Source: an optimization exercise on an open RTL-to-GDS flow (aim: small area and a short achievable clock period). Production flows keep margins and buffers that such runs may drop.
At most, simulation tests tie the RTL to the original design; equivalence was not proved.
Power and IR drop assume default switching activity.

==> job 9633 <==
==> flow/design.v <==
`timescale 1ns/1ps
`default_nettype none
package vga_pkg;
  localparam int PAL_DEPTH = 256;
  localparam int IDX_W     = $clog2(PAL_DEPTH);
  typedef logic [IDX_W-1:0] pix_index_t;
  typedef struct packed
  {
    logic [3:0] r;
    logic [3:0] g;
    logic [3:0] b;
  } rgb_t;
  typedef enum logic [2:0]
  {
    IDLE,
    FP,
    SYNC,
    BP,
    ACTIVE
  } vga_state_t;
  localparam rgb_t RGB_BLACK = '0;
endpackage
`default_nettype wire
`timescale 1ns/1ps
`default_nettype none
module line_fifo #(
  parameter int  DEPTH     = 16
) (
  input  logic                cr_intf,
  input  logic                reset,
  input  logic                push,
  input  vga_pkg::pix_index_t push_data,
  output logic                full,
  input  logic                pop,
  output vga_pkg::pix_index_t pop_data,
  output logic                empty
);
  localparam int AW = $clog2(DEPTH);
  vga_pkg::pix_index_t mem [DEPTH];
  logic [AW-1:0] rd_ptr;
  logic [AW-1:0] wr_ptr;
  logic          full_r;
  logic          empty_r;
  logic do_push;
  logic do_pop;
  logic inc;
  logic dec;
  logic near_full;
  logic near_empty;
  assign do_push    = push && !full_r;
  assign do_pop     = pop && !empty_r;
  assign inc        = do_push && !do_pop;
  assign dec        = do_pop && !do_push;
  assign near_full  = (AW'(wr_ptr + 1'b1) == rd_ptr);
  assign near_empty = (AW'(rd_ptr + 1'b1) == wr_ptr);
  assign empty = empty_r;
  assign full  = full_r;
  assign pop_data = mem[rd_ptr];
  always_ff @(posedge cr_intf)
  begin
    if (do_push)
    begin
      mem[wr_ptr] <= push_data;
    end
  end
  always_ff @(posedge cr_intf)
  begin
    if (reset)
    begin
      rd_ptr  <= '0;
      wr_ptr  <= '0;
      full_r  <= 1'b0;
      empty_r <= 1'b1;
    end
    else
    begin
      if (do_push)
      begin
        wr_ptr <= wr_ptr + 1'b1;
      end
      if (do_pop)
      begin
        rd_ptr <= rd_ptr + 1'b1;
      end
      if (inc)
      begin
        full_r  <= near_full;
        empty_r <= 1'b0;
      end
      else if (dec)
      begin
        full_r  <= 1'b0;
        empty_r <= near_empty;
      end
    end
  end
endmodule
`default_nettype wire
`timescale 1ns/1ps
`default_nettype none
module vga_timing #(
  parameter int H_ACTIVE = 640,
  parameter int H_FP     = 16,
  parameter int H_SYNC   = 96,
  parameter int H_BP     = 48,
  parameter int V_ACTIVE = 480,
  parameter int V_FP     = 10,
  parameter int V_SYNC   = 2,
  parameter int V_BP     = 33
) (
  input logic            cr_intf,
  input logic            reset,
  input  logic           enable,
  output logic           tick,
  output logic           active,
  output logic           hsync,
  output logic           vsync
);
  localparam int H_TOTAL = H_FP + H_SYNC + H_BP + H_ACTIVE;
  localparam int V_TOTAL = V_FP + V_SYNC + V_BP + V_ACTIVE;
  localparam int HW      = $clog2(H_TOTAL);
  localparam int VW      = $clog2(V_TOTAL);
  localparam logic [HW-1:0] H_FP_END   = HW'(H_FP - 1);
  localparam logic [HW-1:0] H_SYNC_BEG = HW'(H_FP);
  localparam logic [HW-1:0] H_SYNC_END = HW'(H_FP + H_SYNC - 1);
  localparam logic [HW-1:0] H_BP_END   = HW'(H_FP + H_SYNC + H_BP - 1);
  localparam logic [HW-1:0] H_LAST     = HW'(H_TOTAL - 1);
  localparam logic [VW-1:0] V_FP_END   = VW'(V_FP - 1);
  localparam logic [VW-1:0] V_SYNC_END = VW'(V_FP + V_SYNC - 1);
  localparam logic [VW-1:0] V_BP_END   = VW'(V_FP + V_SYNC + V_BP - 1);
  localparam logic [VW-1:0] V_LAST     = VW'(V_TOTAL - 1);
  logic                 tick_f;
  logic [HW-1:0]        h_cnt;
  logic [VW-1:0]        v_cnt;
  logic [2:0]           h_state;
  logic [2:0]           v_state;
  logic h_adv;
  logic h_wrap;
  logic v_wrap;
  function automatic logic [2:0] step_state(input logic [2:0] cur,
                                         input logic fp_end,
                                         input logic sync_end,
                                         input logic bp_end,
                                         input logic wrap);
    logic [2:0] nxt;
    nxt = cur;
    case (cur)
      vga_pkg::IDLE:   nxt = vga_pkg::FP;
      vga_pkg::FP:     nxt = fp_end   ? vga_pkg::SYNC   : cur;
      vga_pkg::SYNC:   nxt = sync_end ? vga_pkg::BP     : cur;
      vga_pkg::BP:     nxt = bp_end   ? vga_pkg::ACTIVE : cur;
      vga_pkg::ACTIVE: nxt = wrap     ? vga_pkg::FP     : cur;
      default:         nxt = vga_pkg::IDLE;
    endcase
    step_state = nxt;
  endfunction
  assign h_adv  = tick_f && (h_state != vga_pkg::IDLE);
  assign h_wrap = h_adv && (h_cnt == H_LAST);
  assign v_wrap = h_wrap && (v_cnt == V_LAST);
  logic [2:0] h_state_next;
  logic [2:0] v_state_next;
  logic       active_f;
  always_comb
  begin
    if (!enable)
    begin
      h_state_next = vga_pkg::IDLE;
      v_state_next = vga_pkg::IDLE;
    end
    else
    begin
      h_state_next = step_state(h_state, h_adv && (h_cnt == H_FP_END),
                                h_adv && (h_cnt == H_SYNC_END),
                                h_adv && (h_cnt == H_BP_END), h_wrap);
      v_state_next = step_state(v_state, h_wrap && (v_cnt == V_FP_END),
                                h_wrap && (v_cnt == V_SYNC_END),
                                h_wrap && (v_cnt == V_BP_END), v_wrap);
    end
  end
  always_ff @(posedge cr_intf)
  begin
    if (reset)
    begin
      tick_f   <= 1'b0;
      h_cnt    <= '0;
      v_cnt    <= '0;
      h_state  <= vga_pkg::IDLE;
      v_state  <= vga_pkg::IDLE;
      active_f <= 1'b0;
    end
    else
    begin
      tick_f   <= ~tick_f;
      h_state  <= h_state_next;
      v_state  <= v_state_next;
      active_f <= (h_state_next == vga_pkg::ACTIVE) && (v_state_next == vga_pkg::ACTIVE);
      if (h_state == vga_pkg::IDLE || h_wrap)
        h_cnt <= '0;
      else if (h_adv)
        h_cnt <= h_cnt + 1'b1;
      if (v_state == vga_pkg::IDLE || v_wrap)
        v_cnt <= '0;
      else if (h_wrap)
        v_cnt <= v_cnt + 1'b1;
    end
  end
  assign tick   = tick_f;
  assign active = active_f;
  assign hsync  = (h_state == vga_pkg::SYNC);
  assign vsync  = (v_state == vga_pkg::SYNC);
endmodule
`default_nettype wire
`timescale 1ns/1ps
`default_nettype none
module palette_lookup #(
  parameter int RAM_DELAY = 2
) (
  input  logic                cr_intf,
  input  logic                reset,
  output logic                fifo_pop,
  input  vga_pkg::pix_index_t fifo_pop_data,
  input  logic                fifo_empty,
  input  logic                tim_tick,
  input  logic                tim_active,
  input  logic                pal_we,
  input  vga_pkg::pix_index_t pal_waddr,
  input  vga_pkg::rgb_t       pal_wdata,
  output vga_pkg::rgb_t       color,
  output logic                color_valid
);
  localparam int N = vga_pkg::PAL_DEPTH;
  logic [11:0]         wd_r;
  logic [15:0]         whi_r;
  logic [15:0]         wlo_r;
  logic [15:0]         whi_n_r;
  logic [15:0]         wlo_n_r;
  logic [12*N-1:0]     pal_bits;
  vga_pkg::pix_index_t idx_f;
  logic                idx_vld_f;
  logic [15:0]         rlo_f [4];
  logic [3:0]          rmid_f [4];
  logic [11:0]         qcol_f [4];
  logic [11:0]         qcol_next [4];
  logic [1:0]          valid_sr;
  assign fifo_pop = tim_tick && tim_active && !fifo_empty;
  always_ff @(posedge cr_intf)
  begin
    wd_r <= pal_wdata;
    for (int i = 0; i < 16; i++)
    begin
      whi_r[i]   <= pal_we && (pal_waddr[7:4] == 4'(i));
      wlo_r[i]   <= (pal_waddr[3:0] == 4'(i));
      whi_n_r[i] <= !(pal_we && (pal_waddr[7:4] == 4'(i)));
      wlo_n_r[i] <= (pal_waddr[3:0] != 4'(i));
    end
  end
  for (genvar e = 0; e < N; e++)
  begin : g_ent
    logic [11:0] q;
    logic        wr;
    logic        hold;
    assign wr   = !(whi_n_r[e / 16] || wlo_n_r[e % 16]);
    assign hold = !(whi_r[e / 16] && wlo_r[e % 16]);
    always_ff @(posedge cr_intf)
    begin
      q <= ({12{wr}} & wd_r) | ({12{hold}} & q);
    end
    assign pal_bits[12*e +: 12] = q;
  end
  always_ff @(posedge cr_intf)
  begin
    if (fifo_pop)
    begin
      idx_f <= fifo_pop_data;
    end
    for (int q = 0; q < 4; q++)
    begin
      for (int i = 0; i < 4; i++)
      begin
        rmid_f[q][i] <= (idx_f[7:4] == 4'(4*q+i));
      end
      for (int i = 0; i < 16; i++)
      begin
        rlo_f[q][i] <= (idx_f[7:6] == 2'(q)) && (idx_f[3:0] == 4'(i));
      end
      qcol_f[q] <= qcol_next[q];
    end
  end
  always_comb
  begin
    logic [11:0] grp;
    for (int q = 0; q < 4; q++)
    begin
      qcol_next[q] = '0;
      for (int m = 0; m < 4; m++)
      begin
        grp = '0;
        for (int l = 0; l < 16; l++)
        begin
          grp = grp | ({12{rlo_f[q][l]}} & pal_bits[12*(64*q+16*m+l) +: 12]);
        end
        qcol_next[q] = qcol_next[q] | ({12{rmid_f[q][m]}} & grp);
      end
    end
  end
  assign color = qcol_f[0] | qcol_f[1] | qcol_f[2] | qcol_f[3];
  always_ff @(posedge cr_intf)
  begin
    if (reset)
    begin
      idx_vld_f <= 1'b0;
      valid_sr  <= '0;
    end
    else
    begin
      idx_vld_f   <= fifo_pop;
      valid_sr[0] <= idx_vld_f;
      valid_sr[1] <= valid_sr[0];
    end
  end
  assign color_valid = valid_sr[1];
endmodule
`default_nettype wire
`timescale 1ns/1ps
`default_nettype none
module video_out #(
  parameter int RAM_DELAY = 2
) (
  input  logic          cr_intf,
  input  logic          reset,
  input  logic          tim_tick,
  input  logic          tim_active,
  input  logic          tim_hsync,
  input  logic          tim_vsync,
  input  vga_pkg::rgb_t color,
  input  logic          color_valid,
  output vga_pkg::rgb_t rgb,
  output logic          hsync_n,
  output logic          vsync_n
);
  localparam int SYNC_DLY = RAM_DELAY + 1;
  logic [SYNC_DLY-1:0] hs_dly;
  logic [SYNC_DLY-1:0] vs_dly;
  logic [1:0]          blank_f;
  always_ff @(posedge cr_intf)
  begin
    if (reset)
    begin
      hs_dly  <= '0;
      vs_dly  <= '0;
      blank_f <= 2'b11;
      hsync_n <= 1'b1;
      vsync_n <= 1'b1;
      rgb     <= vga_pkg::RGB_BLACK;
    end
    else
    begin
      hs_dly  <= {hs_dly[SYNC_DLY-2:0], tim_hsync};
      vs_dly  <= {vs_dly[SYNC_DLY-2:0], tim_vsync};
      hsync_n <= ~hs_dly[SYNC_DLY-1];
      vsync_n <= ~vs_dly[SYNC_DLY-1];
      if (tim_tick)
      begin
        blank_f <= {blank_f[0], ~tim_active};
      end
      if (blank_f[1])
        rgb <= vga_pkg::RGB_BLACK;
      else if (color_valid)
        rgb <= color;
    end
  end
endmodule
`default_nettype wire
`timescale 1ns/1ps
`default_nettype none
module vga_display_top #(
  parameter int H_ACTIVE   = 640,
  parameter int H_FP       = 16,
  parameter int H_SYNC     = 96,
  parameter int H_BP       = 48,
  parameter int V_ACTIVE   = 480,
  parameter int V_FP       = 10,
  parameter int V_SYNC     = 2,
  parameter int V_BP       = 33,
  parameter int RAM_DELAY  = 2,
  parameter int FIFO_DEPTH = 16
) (
  input  logic        cr_intf,
  input  logic        reset,
  input  logic        enable,
  input  logic        push,
  input  logic [7:0]  push_data,
  output logic        full,
  input  logic        pal_we,
  input  logic [7:0]  pal_waddr,
  input  logic [11:0] pal_wdata,
  output logic [3:0]  red,
  output logic [3:0]  green,
  output logic [3:0]  blue,
  output logic        hsync_n,
  output logic        vsync_n
);
  logic                fifo_full;
  logic                fifo_pop;
  vga_pkg::pix_index_t fifo_pop_data;
  logic                fifo_empty;
  logic                tim_tick;
  logic                tim_active;
  logic                tim_hsync;
  logic                tim_vsync;
  vga_pkg::rgb_t color;
  logic          color_valid;
  vga_pkg::rgb_t out_rgb;
  assign full = fifo_full;
  line_fifo #(.DEPTH(FIFO_DEPTH)) i_line_fifo (
    .cr_intf(cr_intf), .reset(reset), .push(push), .push_data(push_data), .full(fifo_full),
    .pop(fifo_pop), .pop_data(fifo_pop_data), .empty(fifo_empty));
  vga_timing #(.H_ACTIVE(H_ACTIVE), .H_FP(H_FP), .H_SYNC(H_SYNC), .H_BP(H_BP),
               .V_ACTIVE(V_ACTIVE), .V_FP(V_FP), .V_SYNC(V_SYNC), .V_BP(V_BP)) i_vga_timing (
    .cr_intf(cr_intf), .reset(reset), .enable(enable), .tick(tim_tick), .active(tim_active),
    .hsync(tim_hsync), .vsync(tim_vsync));
  palette_lookup #(.RAM_DELAY(RAM_DELAY)) i_palette_lookup (
    .cr_intf(cr_intf), .reset(reset), .fifo_pop(fifo_pop), .fifo_pop_data(fifo_pop_data),
    .fifo_empty(fifo_empty), .tim_tick(tim_tick), .tim_active(tim_active),
    .pal_we(pal_we), .pal_waddr(pal_waddr), .pal_wdata(pal_wdata),
    .color(color), .color_valid(color_valid));
  video_out #(.RAM_DELAY(RAM_DELAY)) i_video_out (
    .cr_intf(cr_intf), .reset(reset), .tim_tick(tim_tick), .tim_active(tim_active),
    .tim_hsync(tim_hsync), .tim_vsync(tim_vsync), .color(color),
    .color_valid(color_valid), .rgb(out_rgb), .hsync_n(hsync_n), .vsync_n(vsync_n));
  assign red   = out_rgb.r;
  assign green = out_rgb.g;
  assign blue  = out_rgb.b;
endmodule
`default_nettype wire
==> flow/run.sh <==
#!/bin/bash
# synth_recipe.tcl (not shown) runs the flow's synth.tcl, then flattens the netlist and writes it again
# the make line also repeats each setting of config.mk as NAME=value (left out here)
make -C /OpenROAD-flow-scripts/flow DESIGN_CONFIG=/design/flow/config.mk WORK_HOME=/design/flow/orfs CLKGATE_MAP_FILE= SYNTH_SCRIPT=/design/flow/synth_recipe.tcl finish
==> flow/config.mk <==
export PLATFORM = sky130hd
export DESIGN_NAME = vga_display_top
export DESIGN_NICKNAME = vga_display_top
export VERILOG_FILES = /design/flow/design.v
export SDC_FILE = /design/flow/constraint.sdc
export NUM_CORES = 4
export LEC_CHECK = 0
export CAP_MARGIN = 20
export CORE_MARGIN = 2
export CORE_UTILIZATION = 50
export CTS_BUF_LIST = sky130_fd_sc_hd__clkbuf_16
export CTS_CLUSTER_DIAMETER = 60
export CTS_CLUSTER_SIZE = 16
export PLACE_DENSITY = 0.65
export SETUP_SLACK_MARGIN = 2.1
export SLEW_MARGIN = 20
export TNS_END_PERCENT = 20
==> flow/constraint.sdc <==
create_clock -name core_clock -period 4.4 [get_ports {cr_intf}]
set_input_delay 0.8800 -clock core_clock [delete_from_list [all_inputs] [get_ports {cr_intf}]]
set_output_delay 0.8800 -clock core_clock [all_outputs]
set_load 0.01 [all_outputs]
==> job 4395 (differences from job 9633) <==
--- a/flow/design.v
+++ b/flow/design.v
@@ -37,3 +37,6 @@
 );
-  localparam int AW = $clog2(DEPTH);
+  localparam int AW = (DEPTH > 1) ? $clog2(DEPTH) : 1;
+  localparam int CW = $clog2(DEPTH + 1);
+  localparam logic [AW-1:0] PTR_LAST = AW'(DEPTH - 1);
+  localparam logic [CW-1:0] CNT_FULL = CW'(DEPTH);
   vga_pkg::pix_index_t mem [DEPTH];
@@ -41,18 +44,9 @@
   logic [AW-1:0] wr_ptr;
-  logic          full_r;
-  logic          empty_r;
+  logic [CW-1:0] count;
   logic do_push;
   logic do_pop;
-  logic inc;
-  logic dec;
-  logic near_full;
-  logic near_empty;
-  assign do_push    = push && !full_r;
-  assign do_pop     = pop && !empty_r;
-  assign inc        = do_push && !do_pop;
-  assign dec        = do_pop && !do_push;
-  assign near_full  = (AW'(wr_ptr + 1'b1) == rd_ptr);
-  assign near_empty = (AW'(rd_ptr + 1'b1) == wr_ptr);
-  assign empty = empty_r;
-  assign full  = full_r;
+  assign do_push = push && !full;
+  assign do_pop  = pop && !empty;
+  assign empty = (count == '0);
+  assign full  = (count == CNT_FULL);
   assign pop_data = mem[rd_ptr];
@@ -69,6 +63,5 @@
     begin
-      rd_ptr  <= '0;
-      wr_ptr  <= '0;
-      full_r  <= 1'b0;
-      empty_r <= 1'b1;
+      rd_ptr <= '0;
+      wr_ptr <= '0;
+      count  <= '0;
     end
@@ -78,3 +71,3 @@
       begin
-        wr_ptr <= wr_ptr + 1'b1;
+        wr_ptr <= (wr_ptr == PTR_LAST) ? '0 : wr_ptr + 1'b1;
       end
@@ -82,13 +75,11 @@
       begin
-        rd_ptr <= rd_ptr + 1'b1;
+        rd_ptr <= (rd_ptr == PTR_LAST) ? '0 : rd_ptr + 1'b1;
       end
-      if (inc)
+      if (do_push && !do_pop)
       begin
-        full_r  <= near_full;
-        empty_r <= 1'b0;
+        count <= count + 1'b1;
       end
-      else if (dec)
+      else if (do_pop && !do_push)
       begin
-        full_r  <= 1'b0;
-        empty_r <= near_empty;
+        count <= count - 1'b1;
       end
@@ -159,22 +150,2 @@
   assign v_wrap = h_wrap && (v_cnt == V_LAST);
-  logic [2:0] h_state_next;
-  logic [2:0] v_state_next;
-  logic       active_f;
-  always_comb
-  begin
-    if (!enable)
-    begin
-      h_state_next = vga_pkg::IDLE;
-      v_state_next = vga_pkg::IDLE;
-    end
-    else
-    begin
-      h_state_next = step_state(h_state, h_adv && (h_cnt == H_FP_END),
-                                h_adv && (h_cnt == H_SYNC_END),
-                                h_adv && (h_cnt == H_BP_END), h_wrap);
-      v_state_next = step_state(v_state, h_wrap && (v_cnt == V_FP_END),
-                                h_wrap && (v_cnt == V_SYNC_END),
-                                h_wrap && (v_cnt == V_BP_END), v_wrap);
-    end
-  end
   always_ff @(posedge cr_intf)
@@ -183,8 +154,7 @@
     begin
-      tick_f   <= 1'b0;
-      h_cnt    <= '0;
-      v_cnt    <= '0;
-      h_state  <= vga_pkg::IDLE;
-      v_state  <= vga_pkg::IDLE;
-      active_f <= 1'b0;
+      tick_f  <= 1'b0;
+      h_cnt   <= '0;
+      v_cnt   <= '0;
+      h_state <= vga_pkg::IDLE;
+      v_state <= vga_pkg::IDLE;
     end
@@ -192,6 +162,17 @@
     begin
-      tick_f   <= ~tick_f;
-      h_state  <= h_state_next;
-      v_state  <= v_state_next;
-      active_f <= (h_state_next == vga_pkg::ACTIVE) && (v_state_next == vga_pkg::ACTIVE);
+      tick_f <= ~tick_f;
+      if (!enable)
+      begin
+        h_state <= vga_pkg::IDLE;
+        v_state <= vga_pkg::IDLE;
+      end
+      else
+      begin
+        h_state <= step_state(h_state, h_adv && (h_cnt == H_FP_END),
+                              h_adv && (h_cnt == H_SYNC_END),
+                              h_adv && (h_cnt == H_BP_END), h_wrap);
+        v_state <= step_state(v_state, h_wrap && (v_cnt == V_FP_END),
+                              h_wrap && (v_cnt == V_SYNC_END),
+                              h_wrap && (v_cnt == V_BP_END), v_wrap);
+      end
       if (h_state == vga_pkg::IDLE || h_wrap)
@@ -207,3 +188,3 @@
   assign tick   = tick_f;
-  assign active = active_f;
+  assign active = (h_state == vga_pkg::ACTIVE) && (v_state == vga_pkg::ACTIVE);
   assign hsync  = (h_state == vga_pkg::SYNC);
@@ -230,16 +211,7 @@
 );
-  localparam int N = vga_pkg::PAL_DEPTH;
-  logic [11:0]         wd_r;
-  logic [15:0]         whi_r;
-  logic [15:0]         wlo_r;
-  logic [15:0]         whi_n_r;
-  logic [15:0]         wlo_n_r;
-  logic [12*N-1:0]     pal_bits;
+  logic [11:0] pal_ram [vga_pkg::PAL_DEPTH];
   vga_pkg::pix_index_t idx_f;
   logic                idx_vld_f;
-  logic [15:0]         rlo_f [4];
-  logic [3:0]          rmid_f [4];
-  logic [11:0]         qcol_f [4];
-  logic [11:0]         qcol_next [4];
-  logic [1:0]          valid_sr;
+  logic [11:0]         col_pipe [RAM_DELAY];
+  logic [RAM_DELAY-1:0] valid_sr;
   assign fifo_pop = tim_tick && tim_active && !fifo_empty;
@@ -247,23 +219,6 @@
   begin
-    wd_r <= pal_wdata;
-    for (int i = 0; i < 16; i++)
-    begin
-      whi_r[i]   <= pal_we && (pal_waddr[7:4] == 4'(i));
-      wlo_r[i]   <= (pal_waddr[3:0] == 4'(i));
-      whi_n_r[i] <= !(pal_we && (pal_waddr[7:4] == 4'(i)));
-      wlo_n_r[i] <= (pal_waddr[3:0] != 4'(i));
-    end
-  end
-  for (genvar e = 0; e < N; e++)
-  begin : g_ent
-    logic [11:0] q;
-    logic        wr;
-    logic        hold;
-    assign wr   = !(whi_n_r[e / 16] || wlo_n_r[e % 16]);
-    assign hold = !(whi_r[e / 16] && wlo_r[e % 16]);
-    always_ff @(posedge cr_intf)
+    if (pal_we)
     begin
-      q <= ({12{wr}} & wd_r) | ({12{hold}} & q);
+      pal_ram[pal_waddr] <= pal_wdata;
     end
-    assign pal_bits[12*e +: 12] = q;
   end
@@ -275,33 +230,8 @@
     end
-    for (int q = 0; q < 4; q++)
+    col_pipe[0] <= pal_ram[idx_f];
+    for (int i = 1; i < RAM_DELAY; i++)
     begin
-      for (int i = 0; i < 4; i++)
-      begin
-        rmid_f[q][i] <= (idx_f[7:4] == 4'(4*q+i));
-      end
-      for (int i = 0; i < 16; i++)
-      begin
-        rlo_f[q][i] <= (idx_f[7:6] == 2'(q)) && (idx_f[3:0] == 4'(i));
-      end
-      qcol_f[q] <= qcol_next[q];
+      col_pipe[i] <= col_pipe[i-1];
     end
   end
-  always_comb
-  begin
-    logic [11:0] grp;
-    for (int q = 0; q < 4; q++)
-    begin
-      qcol_next[q] = '0;
-      for (int m = 0; m < 4; m++)
-      begin
-        grp = '0;
-        for (int l = 0; l < 16; l++)
-        begin
-          grp = grp | ({12{rlo_f[q][l]}} & pal_bits[12*(64*q+16*m+l) +: 12]);
-        end
-        qcol_next[q] = qcol_next[q] | ({12{rmid_f[q][m]}} & grp);
-      end
-    end
-  end
-  assign color = qcol_f[0] | qcol_f[1] | qcol_f[2] | qcol_f[3];
   always_ff @(posedge cr_intf)
@@ -317,6 +247,10 @@
       valid_sr[0] <= idx_vld_f;
-      valid_sr[1] <= valid_sr[0];
+      for (int i = 1; i < RAM_DELAY; i++)
+      begin
+        valid_sr[i] <= valid_sr[i-1];
+      end
     end
   end
-  assign color_valid = valid_sr[1];
+  assign color       = col_pipe[RAM_DELAY-1];
+  assign color_valid = valid_sr[RAM_DELAY-1];
 endmodule
CORE_UTILIZATION = 40   (was 50)
CTS_BUF_LIST = default   (was sky130_fd_sc_hd__clkbuf_16)
CTS_CLUSTER_DIAMETER = default   (was 60)
CTS_CLUSTER_SIZE = default   (was 16)
PLACE_DENSITY = default   (was 0.65)
SETUP_SLACK_MARGIN = default   (was 2.1)
TNS_END_PERCENT = default   (was 20)
==> summary.txt <==
Of job 4395 and job 9633, job 9633 has the higher register-to-register slack (gap 1.5 ns). Against job 9633, the fmax of job 4395 is lower by about 37%. In job 4395 the non-clock buffer count is higher than in job 9633, by 292. First-iteration DRC count: job 4395 is smaller than job 9633 (50%). Via count: job 9633 is higher than job 4395 (about 60%). Against job 9633, the worst hold slack of job 4395 is lower by 0.050 ns. Job 4395 ran to the end with no violations. Job 9633 completed without violations. Against job 9633, the clock power of job 4395 is larger by 36%. Of job 9633 and job 4395, job 9633 has the higher utilization (gap 7.6 points). Between job 9633 and job 4395, the lower sequential share of layout area is in job 9633 (gap 13 points).
==> figures <==
| metric | job 4395 | job 9633 |
|---|---|---|
| Status | finished clean | finished clean |
| Post-detail-place hpwl | 212 mm | 292 mm |
| Switching share of power | 0.201 | 0.231 |
| Combined area of the multi-input logic cells | 26800 sq um | 48200 sq um |
| Min-Delay Startpoint | i_palette_lookup.col_pipe[0][11]$_DFF_P_ | i_video_out.vs_dly[2]$_SDFF_PP0_ |
| Placer congestion estimate | 0.861 | 0.937 |
| Fin Clk Skew | 0.0568 ns | 0.0694 ns |
| Routed length on met3 | 26.7 mm | 63.2 mm |
| # H-tree levels | 5 | 4 |
| Flop pwr share | 0.541 | 0.597 |
| Worst hold path stage count | 0 | 1 |
| Worst-skew pair later-pin latency | 0.89 ns | 0.93 ns |
| Net Sw Power | 12.8 mW | 13.2 mW |
| Met2 global-route usage | 0.336 | 0.521 |
| Number of gates given a new drive strength after cts | 0 | 156 |
| Sequential-cell power consumption | 34.6 mW | 34.1 mW |
| Worst voltage drop across the vdd grid | 0.301 mV | 0.479 mV |
| Static leakage power | 46.3 nW | 49.2 nW |
| Number of DRC violations after detailed-routing iteration 0 | 7951 | 16000 |
| Most common cell after layout, fill and taps aside | sky130_fd_sc_hd__edfxtp_1 | sky130_fd_sc_hd__a22o_1 |
Function not checked in job 4395: the RTL went through the layout flow alone.

-- port drivers added, routing unchanged --
The flow's constraints put no driver on any port. The routed layouts listed below were extracted and timed again, unchanged, in two steps. Step 1 (the two cells are an assumption about what drives the block):
set clk [get_ports {cr_intf}]
set_driving_cell -lib_cell sky130_fd_sc_hd__clkbuf_16 $clk
set_driving_cell -lib_cell sky130_fd_sc_hd__buf_2 [delete_from_list [all_inputs] $clk]
Step 2 adds t to the input delays and takes it off the output delays; t is the mean of the earliest and latest rising clock arrival at the registers after step 1. Input paths then give back, and output paths get back, about the clock's delay inside the block. Slacks: no drivers / after step 1 / after step 2; pairs: no drivers / after step 1.
run	t (ns)	setup slack, ns	slew at the worst register clock pin (ns)	worst slew at a driven data input, ns
job 9633	1.000	1.855 / 1.855 / 1.260	0.08 / 0.08	0.08
job 4395	0.967	0.391 / 0.391 / 0.250	0.07 / 0.07	0.17
After both steps every run listed still meets setup and hold. For job 9633, which loses most, drivers alone change the setup slack by 0.000 ns; drivers and shift together by -0.595 ns.
